This design comes from an exercise in tuning for small area and few clock cycles per item on the open sky130 flow, not from production work. Function was checked by simulation only, so behaviour that the tests miss may differ from the original. Power is estimated from default activity; no workload was simulated.

### flow/design.v
package mmio_csr_pkg;
    typedef logic [16-1:0] csr_len_t;
    typedef logic [15:0] done_cnt_t;
    typedef struct packed {
        logic [24-1:0] src;
        logic [24-1:0] dst;
        csr_len_t                    len;
    } desc_view_t;
    typedef struct packed {
        logic [64-3:0] rsvd;
        logic                   clr;
        logic                   start;
    } ctrl_view_t;
    typedef union packed {
        desc_view_t desc;
        ctrl_view_t ctrl;
    } csr_word_u;
endpackage
package mem_chan_pkg;
    typedef logic [64-1:0] mem_word_t;
    typedef logic [24-1:0] host_addr_t;
    typedef logic [24-1:0] lmem_addr_t;
    typedef logic [$clog2(3):0] slot_cnt_t;
endpackage
`timescale 1ns/100ps
module asp_top (
    input  logic                          pclk,
    input  logic                          rst,
    input  logic [8-1:0]    paddr,
    input  logic                          psel,
    input  logic                          penable,
    input  logic                          pwrite,
    input  logic [64-1:0]        pwdata,
    output logic [64-1:0]        prdata,
    output logic                          pready,
    output logic                          pslverr,
    output mem_chan_pkg::host_addr_t      host_address,
    output logic                          host_read,
    input  logic                          host_waitrequest,
    input  mem_chan_pkg::mem_word_t       host_readdata,
    input  logic                          host_readdatavalid,
    output mem_chan_pkg::lmem_addr_t      lmem_address,
    output logic                          lmem_write,
    output mem_chan_pkg::mem_word_t       lmem_writedata,
    input  logic                          lmem_waitrequest,
    output logic                          job_done
);
    localparam int D   = 3;    
    localparam int CW  = $clog2(D + 1);
    logic [23:0] desc_src;
    logic [23:0] desc_dst;
    logic [15:0] desc_len;
    logic        desc_ok;      
    logic        busy;
    logic        error;
    logic [15:0] done_cnt;
    logic [23:0] rd_addr;
    logic [15:0] rd_left;
    logic [23:0] wr_addr;
    logic [CW-1:0] pend;       
    logic [CW-1:0] held;       
    logic [D-1:0]  wp;         
    logic [D-1:0]  rp;         
    logic [63:0] buf_q [D];
    logic access, hit_desc, hit_ctrl, hit_status;
    logic wr_desc, wr_ctrl, start, clr;
    assign access     = psel && penable;
    assign hit_desc   = (paddr == 8'h00);
    assign hit_ctrl   = (paddr == 8'h08);
    assign hit_status = (paddr == 8'h10);
    assign wr_desc    = access && pwrite && hit_desc;
    assign wr_ctrl    = access && pwrite && hit_ctrl;
    assign clr        = wr_ctrl && pwdata[1];
    assign start      = wr_ctrl && pwdata[0] && !busy && desc_ok && (desc_len != 16'd0);
    assign pready  = access;
    assign pslverr = access && (!(hit_desc || hit_ctrl || hit_status) || (pwrite && hit_status));
    always_comb begin
        prdata = '0;
        if (hit_desc && desc_ok) prdata = {desc_src, desc_dst, desc_len};
        else if (hit_status)     prdata = {32'b0, done_cnt, 14'b0, error, busy};
    end
    logic held_any, wr_acc, rd_acc, push, pop, last;
    assign held_any       = (held != '0);
    assign lmem_write     = busy && (held_any || host_readdatavalid);
    always_comb begin
        lmem_writedata = held_any ? 64'd0 : host_readdata;
        for (int i = 0; i < D; i++)
            if (held_any && rp[i]) lmem_writedata = lmem_writedata | buf_q[i];
    end
    assign lmem_address   = wr_addr;
    assign wr_acc         = lmem_write && !lmem_waitrequest;
    assign push           = busy && host_readdatavalid && (held_any || lmem_waitrequest);
    assign pop            = held_any && !lmem_waitrequest;
    assign last           = wr_acc && (rd_left == 16'd0) && (pend == CW'(1));
    assign host_read    = busy && (rd_left != 16'd0) && ((pend != CW'(D)) || wr_acc);
    assign host_address = rd_addr;
    assign rd_acc       = host_read && !host_waitrequest;
    always_ff @(posedge pclk) begin
        for (int i = 0; i < D; i++)
            if (push && wp[i]) buf_q[i] <= host_readdata;
    end
    always_ff @(posedge pclk) begin
        if (wr_desc) begin
            desc_src <= pwdata[63:40];
            desc_dst <= pwdata[39:16];
            desc_len <= pwdata[15:0];
        end
    end
    always_ff @(posedge pclk) begin
        if (start) begin
            rd_addr <= desc_src;
            rd_left <= desc_len;
            wr_addr <= desc_dst;
        end else begin
            rd_addr <= rd_addr + 24'(rd_acc);
            rd_left <= rd_left - 16'(rd_acc);
            wr_addr <= wr_addr + 24'(wr_acc);
        end
    end
    always_ff @(posedge pclk) begin
        if (rst) begin
            desc_ok  <= 1'b0;
            busy     <= 1'b0;
            error    <= 1'b0;
            done_cnt <= '0;
            job_done <= 1'b0;
            pend     <= '0;
            held     <= '0;
            wp       <= D'(1);
            rp       <= D'(1);
        end else begin
            job_done <= last;
            if (wr_desc) desc_ok <= 1'b1;
            if (last) begin
                busy     <= 1'b0;
                done_cnt <= done_cnt + 1'b1;
            end
            if (clr) begin
                error    <= 1'b0;
                done_cnt <= '0;
            end
            if (start)                     busy  <= 1'b1;
            else if (wr_ctrl && pwdata[0]) error <= 1'b1;
            pend <= pend + CW'(rd_acc) - CW'(wr_acc);
            held <= held + CW'(push) - CW'(pop);
            if (push) wp <= {wp[D-2:0], wp[D-1]};
            if (pop)  rp <= {rp[D-2:0], rp[D-1]};
        end
    end
endmodule
### flow/flow/run.sh
#!/bin/bash
# Standard ORFS layout with two changes to how it is built:
#  - each port gets a sky130 buf_1 as its port buffer instead of the
#    default delay-cell buffer
#  - the clock tree is built from small clock buffers without dummy loads
set -euo pipefail
export BUFFER_PORTS_ARGS="-buffer_cell sky130_fd_sc_hd__buf_1"
export CTS_ARGS="-sink_clustering_enable -repair_clock_nets -dont_use_dummy_load -buf_list {sky130_fd_sc_hd__clkbuf_8} -sink_clustering_size 20 -sink_clustering_max_diameter 60"
bash standard.sh finish > standard_flow.log 2>&1
### flow/standard.sh
#!/bin/bash
# synth_recipe.tcl (not shown) runs the flow's synth.tcl, then flattens the netlist and writes it again
# the make line also repeats each setting of config.mk as NAME=value (left out here)
make -C /OpenROAD-flow-scripts/flow DESIGN_CONFIG=/design/flow/config.mk WORK_HOME=/design/flow/orfs CLKGATE_MAP_FILE= SYNTH_SCRIPT=/design/flow/synth_recipe.tcl "${@:-finish}"
### flow/config.mk
export PLATFORM = sky130hd
export DESIGN_NAME = asp_top
export DESIGN_NICKNAME = asp_top
export VERILOG_FILES = /design/flow/design.v
export SDC_FILE = /design/flow/constraint.sdc
export NUM_CORES = 4
export LEC_CHECK = 0
export CAP_MARGIN = 5
export CORE_MARGIN = 2
export CORE_UTILIZATION = 60
export SLEW_MARGIN = 5
### flow/constraint.sdc
create_clock -name core_clock -period 5.0 [get_ports {pclk}]
set_input_delay 1.0000 -clock core_clock [delete_from_list [all_inputs] [get_ports {pclk}]]
set_output_delay 1.0000 -clock core_clock [all_outputs]
set_load 0.01 [all_outputs]
==> results of run 1 <==
## final cells by class
cell class | instances | share of cell area
inverters | 12 | 0.00281
well taps | 319 | 0.0249
repair buffers | 337 | 0.0829
diodes | 2 | 0.000313
multi-input cells | 685 | 0.267
flip-flops and latches | 350 | 0.598
clock buffers | 28 | 0.0241
## critical path, delay by kind of cell
family	cells	cell delay, ps
AND/OR/NAND/NOR	3	1400
AO/OA/AOI/OAI	1	190
buffers and inverters	3	490
## worst max-delay path by stage
stage,from,end,cells past startpoint
after global routing,paddr[1],prdata[0],7
after floorplan,paddr[1],desc_dst[0],4
after global placement,lmem_waitrequest,rd_left[15],12
after detailed placement,lmem_waitrequest,rd_left[15],12
after CTS,paddr[1],prdata[0],7
final,paddr[1],prdata[30],7
## layer usage
metal	vias to the layer above	track usage	part of all wire
met5	-	0	0
met4	0	0.0701	0.028
met2	369	0.395	0.48
met1	4611	0.332	0.41
met3	51	0.0611	0.087
li1	4803	-	-
## per-stage QoR
step                hold WS (ps)  std cells  power, mW   util
floorplan                    428       1111       3.22      -
global placement             438       1703       3.30  0.671
detailed placement           450       1703       3.30  0.671
CTS                          472       1731       4.60  0.688
global route                 484       1732       4.70  0.688
finish                       468       1733       4.57  0.688
## logic make-up after synthesis
logic type	share of synthesized area
AND/OR/NAND/NOR	0.129
flip-flops	0.678
AO/OA/AOI/OAI	0.116
buffers and inverters	0.0210
XOR/XNOR	0.0397
adder cells (fa/ha/maj)	0.0106
multiplexers	0.00532
## sequential cells by signal, indices dropped and copies added, names as in the netlist
name      flops
rd_addr      24
rp            3
buf_q       192
held          2
pend          2
desc_ok       1
desc_dst     24
done_cnt     16
wr_addr      24
wp            3
desc_src     24
error         1
job_done      1
rd_left      16
busy          1
desc_len     16
## cells in the mapped netlist (11+ instances only)
cell type | count | share of area
a21oi_1 | 139 | 0.049
nand4_1 | 18 | 0.0080
nand3_1 | 27 | 0.0096
nor3_1 | 15 | 0.0053
a22o_1 | 18 | 0.011
a222oi_1 | 64 | 0.045
or3_1 | 15 | 0.0066
edfxtp_1 | 256 | 0.54
inv_1 | 12 | 0.0032
xnor2_1 | 38 | 0.024
dfxtp_1 | 94 | 0.13
and2_1 | 52 | 0.023
nand2_1 | 26 | 0.0069
nor2_1 | 155 | 0.041
o21ai_0 | 11 | 0.0039
ha_1 | 12 | 0.011
clkbuf_1 | 58 | 0.015
nor4_1 | 13 | 0.0058
xor2_1 | 26 | 0.016
## power breakdown
group	internal [mW]	switching [mW]	total, mW
sequential	3.10	0.000255	3.10
clock	0.499	0.831	1.33
combinational	0.0502	0.0838	0.134
total	3.65	0.915	4.57
==> reports/results.ini, run 1 <==
[floorplan]
initial_core_util=0.607
die-area_um2=24800
die_w_um=157
die_y_um=157
pin_count=325
fp-row-count=56
core-area_um2=23300

[pwr]
leakagePower_nw=5.13
peakVddDrop_mv=0.242
p_per_area_nw_per_um2=285

[min_path]
worstHoldStart=wp[0]
whs_path_depth=1
hold_path_end=wp[0]
min-delay-path-class=reg -> reg

[worst_setup_path]
worstPathMaxFanout=64
start_kind=input pin
worstPathRequired_ps=4000
worst_setup_path_end_kind=output port
critPathArrivalTime_ps=3110
cp_slowest_cell=or4_1
path_class=in -> out
r2r_cells=11
cp_common_cell=buf_1
r2r-end=rd_left[15]
ff2ff_setup_slack_ps=1410
max_stage_delay_ps=620
path_cells=buf_1 > or4_1 > or3_1 > nor4b_4 > buf_12 > a22o_1 > buf_1
r2r_start=busy

[yosys]
synth_nets=1267
syn_avg_cell_area_um2=12.7
async_reset_ff_frac=0
netlist-cell-type-count=48
synth.ff_latch_count=350
synth_seq_area_share=0.678
synthFlopType=edfxtp_1
syn-cell-area_um2=14100
synthCells=1111
yosys_warnings=2
synth_edf_count=256

[timing]
setup_ws_ps=892
slew_viol_final=0
tns_ps=0
grt_setup_unrepaired=no
relSlewSlack=0.304
setup_viol=0
worst_slew_pin_slew_ps=1040
timing.final.crit_share=0.822
skew_ps=98.8
finalHoldViolations=0
timing.final.crit_period_ps=4110
max_clock_freq_mhz=243

[layout]
most-common-layout-cells=324 x buf_1, 256 x edfxtp_1, 155 x nor2_1, 139 x a21oi_1, 91 x dfxtp_1
fin_nets=1570
seq_area_um2=9580
drive_gt1_frac=0.0432
fillCellCount=1822
multiInputGateArea_um2=4270
postLayoutCellArea_um2=16000
syn_to_final_growth_pct=13.4
final_common_cell=buf_1

[placement]
postPlaceCellArea_um2=15600
gp_congestion=0.851
portBuffers=324
preCtsSetupSlack_ps=745
dp_hpwl_um=21300

[clocking]
clk_latency_ps=610
clock-sinks=350
cts.path.max_buffers=3
cts_resized=0
htreeDepth=1
cts_setup_buffers=0
clk_pin_slew_ps=90
cts_root_buf=clkbuf_8
cts_buffers=28
cts_tree=done
hold_buffers=0

[routing]
drc=0
vias=9834
dr.pass1.iters=5
wirelength_um=31900
viasPerCell=5.67
ant_nets=0
drt_first_iter_violations=801
wl_per_cell_um=18.4

[global_routing]
gr-total-overflow=0
grt_pass1_wl_um=47200
track_usage=0.245
grt_pass1_vias=8763
antenna_found_initial=3
grt_start_max_net_pins=96

[run]
cap_violations=0

[status]
status=finished clean

Testbench counts, summed over its fixed seeds: cycles 21,085, words 10,274.
==> run 2, diff against run 1 <==
--- a/flow/flow/run.sh
+++ b/flow/flow/run.sh
@@ -6,4 +6,4 @@
 set -euo pipefail
 export BUFFER_PORTS_ARGS="-buffer_cell sky130_fd_sc_hd__buf_1"
-export CTS_ARGS="-sink_clustering_enable -repair_clock_nets -dont_use_dummy_load -buf_list {sky130_fd_sc_hd__clkbuf_8} -sink_clustering_size 20 -sink_clustering_max_diameter 60"
+export CTS_ARGS="-sink_clustering_enable -repair_clock_nets -dont_use_dummy_load -buf_list {sky130_fd_sc_hd__clkbuf_4} -sink_clustering_size 12 -sink_clustering_max_diameter 40"
 bash standard.sh finish > standard_flow.log 2>&1
--- a/flow/config.mk
+++ b/flow/config.mk
@@ -6,6 +6,6 @@
 export NUM_CORES = 4
 export LEC_CHECK = 0
-export CAP_MARGIN = 5
+export CAP_MARGIN = 20
 export CORE_MARGIN = 2
 export CORE_UTILIZATION = 60
-export SLEW_MARGIN = 5
+export SLEW_MARGIN = 20
==> run 2 against run 1 <==
Compared with the run above: synthesized cell count did not move; hold slack improved by 5.1 ps; sequential share of layout area grew 0.23 points; highest routed layer is now met5; setup slack better by 2.2 ps; combinational power about the same; count of clock-buffer cells in the layout increased by 15; clock skew shrank 23 ps.
==> reports/results.ini, run 2 <==
[status]
status=finished clean

[pwr]
peakVddDrop_mv=0.237
intPower_mw=3.55
clkPwrFrac=0.276
power.switching_uw=923
combPwrFrac=0.030
seqPwrFrac=0.694
p_per_area_nw_per_um2=281
swShare=0.206
leakagePower_nw=5.13

[yosys]
yosysMostFrequentCell=edfxtp_1
yosys_warnings=2
synth_seq_area_share=0.678
synthFlopType=edfxtp_1
synth_edf_count=256
syn_avg_cell_area_um2=12.7
syn-cell-area_um2=14100
netlist-cell-type-count=48
synthCells=1111
async_reset_ff_frac=0
yosys.area.top_type=edfxtp_1
synth_top_area_frac=0.545
synth_area_leaders=edfxtp_1 54%, dfxtp_1 13%, a21oi_1 4.9%
synth_nets=1267
synthTopCellsByCount=256 x edfxtp_1, 155 x nor2_1, 139 x a21oi_1
synth.ff_latch_count=350

[routing]
drc=0
viasPerCell=5.68
wl_per_cell_um=18.3
dr.pass1.iters=8
wirelength_um=32100
ant_nets=0
vias=9926
drt_first_iter_violations=835

[timing]
setup_viol=0
skew_ps=75.4
slew_viol_final=0
grt_setup_unrepaired=no
max_clock_freq_mhz=244
relSlewSlack=0.305
timing.final.crit_period_ps=4110
timing.final.crit_share=0.821
tns_ps=0
worst_slew_pin_slew_ps=1040
hold_ws_ps=473
finalHoldViolations=0

[global_routing]
grt_pass1_wl_um=47400
track_usage=0.247
grt_start_max_net_pins=96
gr-total-overflow=0
antenna_found_initial=4
grt_pass1_vias=8876

[min_path]
hold_path_end=wp[0]
whs_path_depth=1
min-delay-path-class=reg -> reg
worstHoldStart=wp[0]

[floorplan]
die_y_um=157
fp-row-count=56
initial_core_util=0.607
core-area_um2=23300
pin_count=325
die-area_um2=24800
die_w_um=157

[clocking]
clk_latency_ps=670
hold_buffers=0
htreeDepth=2
clock-sinks=350
cts_setup_buffers=0
cts_resized=0
cts_tree=done
cts_root_buf=clkbuf_4
cts.path.max_buffers=3
cts_buffers=43
clk_pin_slew_ps=110

[worst_setup_path]
ff2ff_setup_slack_ps=1370
r2r_cells=11
worstPathRequired_ps=4000
worstPathMaxFanout=64
r2r_start=busy
critPathArrivalTime_ps=3110
path_class=in -> out
worst_setup_path_end_kind=output port
start_kind=input pin
r2r-end=rd_left[15]

[layout]
post-route-util=0.685
final_common_cell=buf_1
drive_gt1_frac=0.0533
stdcell_count=1748
most-common-layout-cells=324 x buf_1, 256 x edfxtp_1, 155 x nor2_1, 139 x a21oi_1, 91 x dfxtp_1
syn_to_final_growth_pct=12.9
largest_reg_flops=192
fin_nets=1585
regMostFlops=buf_q
fillCellCount=1841

[placement]
gp_congestion=0.851
dp_hpwl_um=21300
portBuffers=324
place_inst=1703

[run]
cap_violations=0

-- run 2: logic make-up after synthesis --
group | Yosys count | synth area share
AO/OA/AOI/OAI | 243 | 0.116
XOR/XNOR | 64 | 0.0397
adder cells (fa/ha/maj) | 12 | 0.0106
buffers and inverters | 76 | 0.0210
flip-flops | 350 | 0.678
multiplexers | 7 | 0.00532
AND/OR/NAND/NOR | 359 | 0.129
-- run 2: worst max path at each step --
| stage | startpoint | to | slack (ps) | depth (start not counted) |
|---|---|---|---|---|
| after global placement | lmem_waitrequest | rd_left[15] | 840 | 12 |
| final | paddr[1] | prdata[30] | 890 | 7 |
| after detailed placement | lmem_waitrequest | rd_left[15] | 750 | 12 |
| after floorplan | paddr[1] | desc_dst[0] | 930 | 4 |
| after CTS | paddr[1] | prdata[0] | 890 | 7 |
| after global routing | paddr[1] | prdata[0] | 750 | 7 |
-- run 2: final cells by class --
type	instances	area, um^2	share of cell area
inverter	12	45.0	0.00283
timing repair buffer	337	1330	0.0832
tap	319	399	0.0250
multi-input combinational	685	4270	0.268
clock buffer	43	323	0.0203
antenna	2	5.00	0.000314
sequential	350	9580	0.601
-- run 2: layer usage --
metal  track usage  up-vias  routed length [um]
met5             0        -                  16
met4        0.0823        2                 901
met2         0.393      372               15400
met3        0.0713       59                2740
li1              -     4853                   -
met1         0.330     4640               13000
-- run 2: metrics by stage --
stage	area (um^2)	power (mW)	setup slack, ps
6_report	15900	4.47	894
5_1_grt	15900	4.63	752
4_1_cts	15900	4.51	888
3_5_place_dp	15600	3.30	745
3_3_place_gp	15600	3.30	838
2_1_floorplan	14100	3.22	927
-- run 2: critical path, cell delays in order --
cell and delay, ps:
buf_1 70, or4_1 620, or3_1 480, nor4b_4 300, buf_12 260, a22o_1 190
buf_1 150
-- run 2: power groups by stage --
stage               logic [mW]  registers (mW)  clock network, mW
floorplan               0.0478            3.17                  0
global placement         0.130            3.17                  0
detailed placement       0.133            3.17                  0
CTS                      0.134            3.10               1.27
global route             0.150            3.10               1.37
finish                   0.134            3.10               1.23
==> run 3, diff against run 2 <==
--- a/flow/design.v
+++ b/flow/design.v
@@ -113,7 +113,9 @@
             wr_addr <= desc_dst;
         end else begin
-            rd_addr <= rd_addr + 24'(rd_acc);
-            rd_left <= rd_left - 16'(rd_acc);
-            wr_addr <= wr_addr + 24'(wr_acc);
+            if (rd_acc) begin
+                rd_addr <= rd_addr + 1'b1;
+                rd_left <= rd_left - 1'b1;
+            end
+            if (wr_acc) wr_addr <= wr_addr + 1'b1;
         end
     end
==> flow/run.sh (new file) <==
#!/bin/bash
# synth_recipe.tcl (not shown) runs the flow's synth.tcl, then flattens the netlist and writes it again
# the make line also repeats each setting of config.mk as NAME=value (left out here)
make -C /OpenROAD-flow-scripts/flow DESIGN_CONFIG=/design/flow/config.mk WORK_HOME=/design/flow/orfs CLKGATE_MAP_FILE= SYNTH_SCRIPT=/design/flow/synth_recipe.tcl finish
--- a/flow/config.mk
+++ b/flow/config.mk
@@ -8,4 +8,4 @@
 export CAP_MARGIN = 20
 export CORE_MARGIN = 2
-export CORE_UTILIZATION = 60
+export CORE_UTILIZATION = 40
 export SLEW_MARGIN = 20
removed: flow/flow/run.sh
removed: flow/standard.sh
==> run 3 against run 2 <==
Compared with the run above: still clean; first-iteration DRC count fell by 6.8%; synthesized area rose by 3.8%; combinational power grew 85%; setup slack worse by 470 ps; register-to-register slack gained 590 ps; critical endpoint is now prdata[18].
==> reports/results.ini, run 3 <==
[layout]
fillCellCount=3099
final_common_cell=clkdlybuf4s50_1
post-route-util=0.542
multiInputGateArea_um2=4180
regMostFlops=buf_q
postLayoutCellArea_um2=19700
syn_to_final_growth_pct=34.4
most-common-layout-cells=324 x clkdlybuf4s50_1, 320 x edfxtp_1, 154 x nor2_1, 138 x a21oi_1, 64 x a222oi_1
seq_area_um2=10200
fin_nets=1572
drive_gt1_frac=0.0623
stdcell_count=1915
largest_reg_flops=192

[clocking]
cts_root_buf=clkbuf_16
cts_resized=0
cts_buffers=39
htreeDepth=2
cts.path.max_buffers=3
cts_setup_buffers=0
hold_buffers=0
clock-sinks=350
clk_latency_ps=530
clk_pin_slew_ps=50
cts_tree=done

[yosys]
synth_area_leaders=edfxtp_1 66%, a21oi_1 4.7%, a222oi_1 4.4%
synth_nets=1255
async_reset_ff_frac=0
synthCells=1103
yosysMostFrequentCell=edfxtp_1
yosys_warnings=2
synth.ff_latch_count=350
synth_top_area_frac=0.656
synthFlopType=edfxtp_1
synth_edf_count=320
netlist-cell-type-count=47
syn_avg_cell_area_um2=13.3
yosys.area.top_type=edfxtp_1
synthTopCellsByCount=320 x edfxtp_1, 154 x nor2_1, 138 x a21oi_1
syn-cell-area_um2=14700
synth_seq_area_share=0.697

[worst_setup_path]
critPathArrivalTime_ps=3580
critPathTopFamily=buffers and inverters
worstPathRequired_ps=4000
worstPathMaxFanout=64
cp_num_buf_inv=3
worst_setup_path_end_kind=output port
start_kind=input pin
path_cells=clkdlybuf4s50_1 > nor4_1 > nand3_1 > nor3b_4 > buf_12 > a22o_1 > clkdlybuf4s50_1
cp_common_cell=clkdlybuf4s50_1
max_stage_delay_ps=540
cp_slowest_cell=nor4_1
path_class=in -> out
ff2ff_setup_slack_ps=1960

[global_routing]
grt_start_max_net_pins=80
gr-total-overflow=0
grt_pass1_wl_um=58500
antenna_found_initial=4
grt_pass1_vias=10102
track_usage=0.197

[pwr]
p_per_area_nw_per_um2=317
peakVddDrop_mv=0.220
power.total_mw=6.24
leakagePower_nw=6.32

[placement]
place_inst=1847
dp_hpwl_um=25100
postPlaceCellArea_um2=18400
gp_congestion=0.811
portBuffers=324
preCtsSetupSlack_ps=461

[floorplan]
die_w_um=195
die-area_um2=38200
die_y_um=195
core-area_um2=36300
initial_core_util=0.403
pin_count=325
fp-row-count=70

[routing]
drt_first_iter_violations=778
vias=10219
viasPerCell=5.34
drc=0
dr.pass1.iters=6
wirelength_um=38300
wl_per_cell_um=20.0
ant_nets=0

[timing]
skew_ps=9.08
max_clock_freq_mhz=219
hold_ws_ps=455
setup_ws_ps=424
worst_slew_pin_slew_ps=978
finalHoldViolations=0
timing.final.crit_period_ps=4580
relSlewSlack=0.348
grt_setup_unrepaired=no
slew_viol_final=0
timing.final.crit_share=0.915
setup_viol=0
tns_ps=0

[min_path]
min-delay-path-class=reg -> reg

[status]
status=finished clean

[run]
cap_violations=0

[run 3: cell count changes after synthesis, moves of 4 or more]
cell and delta:
inv_1 +5, or3_1 -7, nand3_1 +7, dfxtp_1 -64, xor2_1 +13, edfxtp_1 +64, ha_1 -4, and4_1 +5
nor3_1 -6, xnor2_1 -12
[run 3: power breakdown]
part	internal, mW	switching (mW)
logic	0.157	0.0909
registers	3.18	0.000277
clock network	1.66	1.15
[run 3: logic make-up after synthesis]
| kind of cell | after synthesis | synth area share |
|---|---|---|
| simple gates | 352 | 0.121 |
| flops | 350 | 0.697 |
| compound gates | 242 | 0.111 |
| buf+inv | 80 | 0.0207 |
| xor+xnor | 65 | 0.0388 |
| fa+ha+maj | 8 | 0.00683 |
| mux | 6 | 0.00435 |
[run 3: final timing paths]
check               startpoint          end  cells after the start
hold / removal           wp[0]        wp[0]                      1
hold reg to reg          wp[0]        wp[0]                      1
setup reg to reg  desc_len[12]  rd_addr[17]                      5
setup / recovery      paddr[1]   prdata[18]                      7
[run 3: layout make-up]
class | count | area share
Tap cell | 468 | 0.0297
Clock inverter | 20 | 0.00997
Sequential cell | 350 | 0.519
Antenna cell | 2 | 0.000254
Timing Repair Buffer | 339 | 0.172
Inverter | 17 | 0.00324
Clock buffer | 46 | 0.0536
Multi-Input combinational cell | 673 | 0.212
[run 3: metal layers]
| metal | vias up | wire length, um | GRT usage |
|---|---|---|---|
| met4 | 4 | 582 | 0.0450 |
| met5 | - | 29 | 0 |
| li1 | 4882 | - | - |
| met1 | 4914 | 17200 | 0.273 |
| met2 | 369 | 17200 | 0.306 |
| met3 | 50 | 3280 | 0.0582 |
Testbench counts of run 3, summed over its fixed seeds: cycles 21,085, words 10,274.
==> run 4, diff against run 3 <==
--- a/flow/design.v
+++ b/flow/design.v
@@ -21,5 +21,5 @@
     typedef logic [24-1:0] host_addr_t;
     typedef logic [24-1:0] lmem_addr_t;
-    typedef logic [$clog2(3):0] slot_cnt_t;
+    typedef logic [$clog2(4):0] slot_cnt_t;
 endpackage
 `timescale 1ns/100ps
@@ -46,5 +46,5 @@
     output logic                          job_done
 );
-    localparam int D   = 3;    
+    localparam int D   = 4;    
     localparam int CW  = $clog2(D + 1);
     logic [23:0] desc_src;
==> run 4 against run 3 <==
Compared with the run above: still clean; fmax increased by 3.3%; hold slack improved by 18 ps; clock power increased by 19%.
==> reports/results.ini, run 4 <==
[worst_setup_path]
path_class=in -> out
worstPathMaxFanout=64
worst_setup_path_end_kind=output port
worstPathRequired_ps=4000
critPathArrivalTime_ps=3430
start_kind=input pin
r2r_cells=14

[yosys]
async_reset_ff_frac=0
yosysMostFrequentCell=edfxtp_1
yosys.area.top_type=edfxtp_1
synth-compound-area-share=0.0914
synth_top_area_frac=0.672
synth.ff_latch_count=418
muxShareOfSynthArea=0.00131
yosys_warnings=2
netlist-cell-type-count=47
synthFlopType=edfxtp_1
synth-adder-area-share=0.00890
synth_area_leaders=edfxtp_1 67%, a22oi_1 5.6%, dfxtp_1 4.0%
synthTopCellsByCount=384 x edfxtp_1, 128 x a22oi_1, 104 x nor2_1
synth_seq_area_share=0.712
syn_avg_cell_area_um2=13.7
synth_nets=1409
synth_edf_count=384
synthCells=1254
syn-cell-area_um2=17200
synth_top_family_by_area=simple AND/OR/NAND/NOR gates
synth-simple-area-share=0.130
synth_xor_area_frac=0.0388

[clocking]
clk_pin_slew_ps=60
cts_root_buf=clkbuf_16
hold_buffers=0
cts.path.max_buffers=3
cts_setup_buffers=0
cts_resized=0
cts_tree=done
clk_latency_ps=580
clock-sinks=418
htreeDepth=2
cts_buffers=47

[min_path]
whs_path_depth=1
min-delay-path-class=reg -> reg

[timing]
relSlewSlack=0.335
skew_ps=25.1
hold_ws_ps=473
tns_ps=0
timing.final.crit_period_ps=4430
setup_viol=0
max_clock_freq_mhz=226
slew_viol_final=0
grt_setup_unrepaired=no
timing.final.crit_share=0.886
worst_slew_pin_slew_ps=998
finalHoldViolations=0

[routing]
dr.pass1.iters=5
wirelength_um=44300
vias=11560
viasPerCell=5.36
ant_nets=0
wl_per_cell_um=20.5
drc=0
drt_first_iter_violations=803

[status]
status=finished clean

[layout]
fin_nets=1730
most-common-layout-cells=384 x edfxtp_1, 324 x clkdlybuf4s50_1, 128 x a22oi_1, 104 x nor2_1, 93 x nand2_1
drive_gt1_frac=0.0644
postLayoutCellArea_um2=22500
largest_reg_flops=256
final_common_cell=edfxtp_1
regMostFlops=buf_q
stdcell_count=2157
syn_to_final_growth_pct=31.4

[floorplan]
die-area_um2=44600
pin_count=325
die_y_um=211
die_w_um=211
core-area_um2=42100
initial_core_util=0.407
fp-row-count=75

[global_routing]
antenna_found_initial=6
gr-total-overflow=0
track_usage=0.196
grt_pass1_wl_um=67100
grt_pass1_vias=11365
grt_start_max_net_pins=126

[pwr]
peakVddDrop_mv=0.409
p_per_area_nw_per_um2=422
leakagePower_nw=7.36
power.total_mw=9.52

[placement]
place_inst=2065
dp_hpwl_um=27500
postPlaceCellArea_um2=21000
gp_congestion=0.796
portBuffers=324

[run]
cap_violations=0

## run 4: cell types whose count changed after synthesis, sizes merged, moves of 12 or more
| cell | change |
|---|---|
| nand3 | +57 |
| buf | +14 |
| clkbuf | -12 |
| nor2 | -50 |
| a21oi | -68 |
| edfxtp | +64 |
| a22oi | +128 |
| nand2 | +69 |
| xnor2 | +21 |
| a222oi | -64 |
## run 4: power breakdown
group          switching, mW  internal, mW
logic                   1.21          1.12
clock network           1.38          1.98
registers             0.0178          3.82
total                   2.61          6.91
## run 4: path summary, 6_finish.rpt
| check | startpoint | end | slack [ps] |
|---|---|---|---|
| max | paddr[2] | prdata[24] | 570 |
| min | wp[0] | wp[0] | 470 |
| max reg2reg | rd_left[0] | pend[2] | 1600 |
| min reg2reg | wp[0] | wp[0] | 470 |
## run 4: cell type report
type,instances,area [um^2]
Fill cell,3551,19600
Sequential cell,418,12200
Multi-Input combinational cell,758,4670
Timing Repair Buffer,337,3420
Clock buffer,61,1290
Tap cell,539,674
Clock inverter,27,216
Inverter,13,48.8
Antenna cell,4,10.0
## run 4: worst max-delay path, cell delays in order
cell             delay (ps)
clkdlybuf4s50_1         400
nor4_1                  430
nand2_1                 260
nor4b_4                 320
buf_12                  280
a22o_1                  180
clkdlybuf4s50_1         540
## run 4: logic make-up (layout without fill, tap and decap cells)
family | count (synthesis) | in the layout
AND/OR/NAND/NOR | 439 | 439
flip-flops | 418 | 418
AO/OA/AOI/OAI | 230 | 230
buffers and inverters | 78 | 438
XOR/XNOR | 76 | 76
adder cells (fa/ha/maj) | 11 | 11
multiplexers | 2 | 2
other | 0 | 4
## run 4: per-layer routing
| metal | track usage | part of all wire | vias up |
|---|---|---|---|
| li1 | - | - | 5426 |
| met1 | 0.257 | 0.43 | 5642 |
| met2 | 0.313 | 0.45 | 419 |
| met3 | 0.0614 | 0.093 | 71 |
| met4 | 0.0597 | 0.023 | 2 |
| met5 | 0 | 0.00025 | - |
## run 4: metrics by stage
| stage | worst slack (ps) | utilization |
|---|---|---|
| 2_1_floorplan | 393 | - |
| 3_3_place_gp | 633 | 0.499 |
| 3_5_place_dp | 571 | 0.499 |
| 4_1_cts | 561 | 0.535 |
| 5_1_grt | 352 | 0.535 |
| 6_report | 569 | 0.535 |
Testbench counts of run 4, summed over its fixed seeds: cycles 18,325, words 10,274.

## static timing again, ports no longer ideal
No port has a modelled driver above. Below, the same layouts with a new extraction and two added sets of constraints. Step 1 (the two cells are an assumption about what drives the block):
set clk [get_ports {pclk}]
set_driving_cell -lib_cell sky130_fd_sc_hd__clkbuf_16 $clk
set_driving_cell -lib_cell sky130_fd_sc_hd__buf_2 [delete_from_list [all_inputs] $clk]
Step 2 also shifts input and output timing later by t, the mid clock arrival at the registers, as if the neighbouring blocks saw the same clock. Three values: ideal, step 1, step 2; two values: the first two.
run | shift t [ns] | slack for setup (ns) | slew at the worst register clock pin (ns)
run 1 | 0.603 | 0.892 / 0.870 / 0.686 | 0.12 / 0.12
run 2 | 0.686 | 0.894 / 0.873 / 0.712 | 0.12 / 0.12
run 3 | 0.582 | 0.424 / 0.400 / 0.400 | 0.06 / 0.06
run 4 | 0.621 | 0.569 / 0.546 / 0.546 | 0.06 / 0.06
After both steps every run listed still meets setup and hold. The setup slack of run 1, which loses most, moves by -0.022 ns with the drivers and by -0.206 ns with both steps.
